From an optimization exercise on the open Yosys and OpenROAD flow, aimed at small area; shortcuts taken in it are not production practice.
In this exercise RTL edits were held to simulation tests only and were not proved equivalent to the original.
Power figures rest on the tool's default switching activity, not on a simulated workload.

==> flow/design.v <==
package regfile_pkg;
    localparam int ZERO_REG = 0;
endpackage
module regfile_clear_fsm
#(
    parameter  int DEPTH = 32,
    localparam int AW    = $clog2(DEPTH)
) (
    input  logic clk,
    input  logic rst,
    output logic busy
);
    logic [AW-1:0] r_cnt;
    always_ff @(posedge clk) begin
        if (rst) begin
            r_cnt <= AW'(DEPTH - 1);
        end else if (r_cnt != '0) begin
            r_cnt <= r_cnt - AW'(1);
        end
    end
    assign busy = (r_cnt != '0);
endmodule
module regfile_whold (
    input  logic h,
    input  logic q,
    output logic w        
);
    assign w = ~(h & q);
endmodule
module regfile_wdata (
    input  logic s1,
    input  logic d1,
    input  logic s0,
    input  logic d0,
    input  logic w,
    output logic y
);
    assign y = (s1 & d1) | (s0 & d0) | ~w;
endmodule
module regfile_wbit (
    input  logic s1,
    input  logic s0,
    input  logic h,
    input  logic d1,
    input  logic d0,
    input  logic q,
    output logic y
);
    logic w_hold_n;
    regfile_whold u_hold (
        .h (h),
        .q (q),
        .w (w_hold_n)
    );
    regfile_wdata u_data (
        .s1 (s1),
        .d1 (d1),
        .s0 (s0),
        .d0 (d0),
        .w  (w_hold_n),
        .y  (y)
    );
endmodule
module regfile_rsel8 (
    input  logic [7:0] s,
    input  logic [7:0] d,
    output logic       y
);
    assign y = |(s & d);
endmodule
module regfile_rsel6 (
    input  logic [5:0] s,
    input  logic [5:0] d,
    output logic       y
);
    assign y = |(s & d);
endmodule
module regfile_rsel1n (
    input  logic s,
    input  logic d,
    output logic n
);
    assign n = ~(s & d);
endmodule
module regfile_ror (
    input  logic [3:0] x,
    input  logic       n,
    output logic       y
);
    assign y = (|x) | ~n;
endmodule
module regfile_rbit (
    input  logic [30:0] s,
    input  logic [30:0] d,
    output logic        y
);
    logic [3:0] w_g;
    logic       w_n;
    genvar gi;
    generate
        for (gi = 0; gi < 3; gi++) begin : g_s8
            regfile_rsel8 u_rsel8 (
                .s (s[8*gi +: 8]),
                .d (d[8*gi +: 8]),
                .y (w_g[gi])
            );
        end
    endgenerate
    regfile_rsel6 u_rsel6 (
        .s (s[29:24]),
        .d (d[29:24]),
        .y (w_g[3])
    );
    regfile_rsel1n u_rsel1 (
        .s (s[30]),
        .d (d[30]),
        .n (w_n)
    );
    regfile_ror u_or (
        .x (w_g),
        .n (w_n),
        .y (y)
    );
endmodule
module regfile_mp
#(
    parameter  int N     = 32,
    parameter  int DEPTH = 32,
    localparam int AW    = $clog2(DEPTH)
) (
    input  logic          clk,
    input  logic          rst,
    input  logic [AW-1:0] rs1,
    input  logic [AW-1:0] rs2,
    input  logic [AW-1:0] rd0,
    input  logic [AW-1:0] rd1,
    input  logic [N-1:0]  wd0,
    input  logic [N-1:0]  wd1,
    input  logic          we0,
    input  logic          we1,
    output logic [N-1:0]  read_data1,
    output logic [N-1:0]  read_data2,
    output logic          busy
);
    logic             w_busy;
    logic             w_wok;
    logic [N-1:0]     r_mem  [1:DEPTH-1];
    logic [N-1:0]     w_next [1:DEPTH-1];
    logic [DEPTH-1:1] w_sel1;    
    logic [DEPTH-1:1] w_sel0;    
    logic [DEPTH-1:1] w_hold;    
    logic [DEPTH-1:1] w_rd1;     
    logic [DEPTH-1:1] w_rd2;     
    regfile_clear_fsm #(
        .DEPTH (DEPTH)
    ) u_clear_fsm (
        .clk  (clk),
        .rst  (rst),
        .busy (w_busy)
    );
    assign w_wok = !rst && !w_busy;
    genvar gr, gb;
    generate
        for (gr = 1; gr < DEPTH; gr++) begin : g_reg
            assign w_sel1[gr] = w_wok && we1 && (rd1 == AW'(gr));
            assign w_sel0[gr] = w_wok && we0 && (rd0 == AW'(gr)) && !w_sel1[gr];
            assign w_hold[gr] = !rst && !w_sel1[gr] && !w_sel0[gr];
            assign w_rd1[gr]  = (rs1 == AW'(gr));
            assign w_rd2[gr]  = (rs2 == AW'(gr));
            for (gb = 0; gb < N; gb++) begin : g_bit
                regfile_wbit u_wbit (
                    .s1 (w_sel1[gr]),
                    .s0 (w_sel0[gr]),
                    .h  (w_hold[gr]),
                    .d1 (wd1[gb]),
                    .d0 (wd0[gb]),
                    .q  (r_mem[gr][gb]),
                    .y  (w_next[gr][gb])
                );
            end
            always_ff @(posedge clk) begin
                r_mem[gr] <= w_next[gr];
            end
        end
    endgenerate
    generate
        for (gb = 0; gb < N; gb++) begin : g_rd
            logic [DEPTH-2:0] w_col;
            for (gr = 1; gr < DEPTH; gr++) begin : g_col
                assign w_col[gr-1] = r_mem[gr][gb];
            end
            regfile_rbit u_rbit1 (
                .s (w_rd1),
                .d (w_col),
                .y (read_data1[gb])
            );
            regfile_rbit u_rbit2 (
                .s (w_rd2),
                .d (w_col),
                .y (read_data2[gb])
            );
        end
    endgenerate
    assign busy = w_busy;
endmodule
==> flow/config.mk <==
export PLATFORM = sky130hd
export DESIGN_NAME = regfile_mp
export DESIGN_NICKNAME = regfile_mp
export VERILOG_FILES = /design/flow/design.v
export SDC_FILE = /design/flow/constraint.sdc
export NUM_CORES = 4
export LEC_CHECK = 0
export CAP_MARGIN = 20
export CORE_MARGIN = 2
export CORE_UTILIZATION = 50
export SLEW_MARGIN = 20
export SYNTH_HIERARCHICAL = 1
export SYNTH_MINIMUM_KEEP_SIZE = 0
==> flow/constraint.sdc <==
create_clock -name core_clock -period 6.0 [get_ports {clk}]
set_input_delay 1.2000 -clock core_clock [delete_from_list [all_inputs] [get_ports {clk}]]
set_output_delay 1.2000 -clock core_clock [all_outputs]
set_load 0.01 [all_outputs]
standard.sh (not shown) runs the stock make flow with config.mk's settings and CLKGATE_MAP_FILE= SYNTH_SCRIPT=/design/flow/synth_recipe.tcl, a recipe that flattens the netlist after the stock synthesis.
==> flow/flow/run.sh <==
#!/bin/bash
# Own layout flow: the standard ORFS flow (standard synthesis unchanged), with
#  - a global-routing layer derating of its own (flow/fastroute.tcl),
#  - port buffers of a plain buffer cell instead of a delay cell,
#  - clock tree synthesis with clkbuf_16 buffers and no dummy loads.
# The make run writes its full output to standard_flow.log in this folder; ORFS's own
# per-step logs are under orfs/logs/.
set -euo pipefail
HERE=$(pwd)
CTS="-sink_clustering_enable -repair_clock_nets -buf_list sky130_fd_sc_hd__clkbuf_16 -dont_use_dummy_load"
bash standard.sh "FASTROUTE_TCL=$HERE/flow/fastroute.tcl" "CTS_ARGS=$CTS" \
    "BUFFER_PORTS_ARGS=-buffer_cell sky130_fd_sc_hd__buf_2" finish > "$HERE/standard_flow.log" 2>&1
==> flow/flow/fastroute.tcl <==
# Global routing layers as the platform sets them, with met1 derated more: the pin-dense
# standard cells leave fewer met1 tracks free than the global router assumes.
set_global_routing_layer_adjustment $::env(MIN_ROUTING_LAYER)-$::env(MAX_ROUTING_LAYER) 0.2
set_global_routing_layer_adjustment met1 0.4

set_routing_layers -clock $::env(MIN_CLK_ROUTING_LAYER)-$::env(MAX_ROUTING_LAYER)
set_routing_layers -signal $::env(MIN_ROUTING_LAYER)-$::env(MAX_ROUTING_LAYER)
Edit:
==> flow/flow/run.sh (replaced) <==
#!/bin/bash
# Own layout flow: the standard ORFS flow (standard synthesis unchanged), with
#  - a global-routing layer derating of its own (flow/fastroute.tcl),
#  - port buffers of a plain buffer cell instead of a delay cell,
#  - clock tree synthesis with small clkbuf_8 leaf clusters and no dummy loads.
# The make run writes its full output to standard_flow.log in this folder; ORFS's own
# per-step logs are under orfs/logs/.
set -euo pipefail
HERE=$(pwd)
CTS="-sink_clustering_enable -repair_clock_nets -sink_clustering_size 16 -sink_clustering_max_diameter 45 -buf_list sky130_fd_sc_hd__clkbuf_8 -dont_use_dummy_load"
bash standard.sh "FASTROUTE_TCL=$HERE/flow/fastroute.tcl" "CTS_ARGS=$CTS" \
    "BUFFER_PORTS_ARGS=-buffer_cell sky130_fd_sc_hd__buf_2" finish > "$HERE/standard_flow.log" 2>&1
Settings changed: CAP_MARGIN 20 to 10, CORE_UTILIZATION 50 to 55, SLEW_MARGIN 20 to 10.
The changed run completed with no timing, DRC or antenna violations; global-route usage grows by 1.6 points; total power is lower by 11%; sequential power is about the same.
Edit:
--- a/flow/flow/run.sh
+++ b/flow/flow/run.sh
@@ -8,5 +8,5 @@
 set -euo pipefail
 HERE=$(pwd)
-CTS="-sink_clustering_enable -repair_clock_nets -sink_clustering_size 16 -sink_clustering_max_diameter 45 -buf_list sky130_fd_sc_hd__clkbuf_8 -dont_use_dummy_load"
+CTS="-sink_clustering_enable -repair_clock_nets -sink_clustering_size 20 -sink_clustering_max_diameter 50 -buf_list sky130_fd_sc_hd__clkbuf_8 -dont_use_dummy_load"
 bash standard.sh "FASTROUTE_TCL=$HERE/flow/fastroute.tcl" "CTS_ARGS=$CTS" \
     "BUFFER_PORTS_ARGS=-buffer_cell sky130_fd_sc_hd__buf_2" finish > "$HERE/standard_flow.log" 2>&1
Effect: Design area decreases slightly; hold slack is about the same; via count decreases slightly; routed wire length decreases slightly; register-to-register slack is worse by 0.03 ns; worst setup slack is better by 0.017 ns; power decreases by a few percent.
Edit:
Settings changed: CAP_MARGIN 10 to 20, CORE_UTILIZATION 55 to 50, SLEW_MARGIN 10 to 20.
Effect: The changed run ran to the end with no violations; maximum frequency barely changes; count of clock-buffer cells in the layout increases by 22; cell area rose by about 0.7%; worst setup slack improves by 0.015 ns; combinational power climbs by about 2.8%; routed wire length goes up by about 7%; total power rose by 4.7%.
Edit:
--- a/flow/flow/run.sh
+++ b/flow/flow/run.sh
@@ -8,5 +8,5 @@
 set -euo pipefail
 HERE=$(pwd)
-CTS="-sink_clustering_enable -repair_clock_nets -sink_clustering_size 20 -sink_clustering_max_diameter 50 -buf_list sky130_fd_sc_hd__clkbuf_8 -dont_use_dummy_load"
+CTS="-sink_clustering_enable -repair_clock_nets -sink_clustering_size 16 -sink_clustering_max_diameter 45 -buf_list sky130_fd_sc_hd__clkbuf_8 -dont_use_dummy_load"
 bash standard.sh "FASTROUTE_TCL=$HERE/flow/fastroute.tcl" "CTS_ARGS=$CTS" \
     "BUFFER_PORTS_ARGS=-buffer_cell sky130_fd_sc_hd__buf_2" finish > "$HERE/standard_flow.log" 2>&1
Cell count hardly moves.
Synthesized area does not change.
Synthesized cell count stays the same.
Fmax drops by about 2%.
Worst hold slack hardly moves.

==> what the ideal ports hide <==
In the flow no input, the clock included, has a driving cell. The finished layouts below were timed again as built, in two steps. Step 1 (the two cells are an assumption about what drives the block):
set clk [get_ports {clk}]
set_driving_cell -lib_cell sky130_fd_sc_hd__clkbuf_16 $clk
set_driving_cell -lib_cell sky130_fd_sc_hd__buf_2 [delete_from_list [all_inputs] $clk]
Step 2 also shifts input and output timing later by t, the mid clock arrival at the registers, as if the neighbouring blocks saw the same clock. Three values: ideal, step 1, step 2; two values: the first two.
| run | t (ns) | slack for setup (ns) | slew at the worst register clock pin (ns) |
|---|---|---|---|
| the first run | 0.793 | 0.351 / 0.314 / 0.314 | 0.07 / 0.07 |
| the second run | 0.916 | 0.444 / 0.364 / 0.364 | 0.09 / 0.09 |
| the third run | 0.838 | 0.462 / 0.384 / 0.384 | 0.11 / 0.11 |
| the fourth run | 0.936 | 0.476 / 0.440 / 0.440 | 0.10 / 0.10 |
| the fifth run | 0.922 | 0.359 / 0.315 / 0.315 | 0.09 / 0.09 |
After both steps setup and hold are still met in every run listed. The setup slack of the second run, which loses most, moves by -0.080 ns with the drivers and by -0.080 ns with both steps.
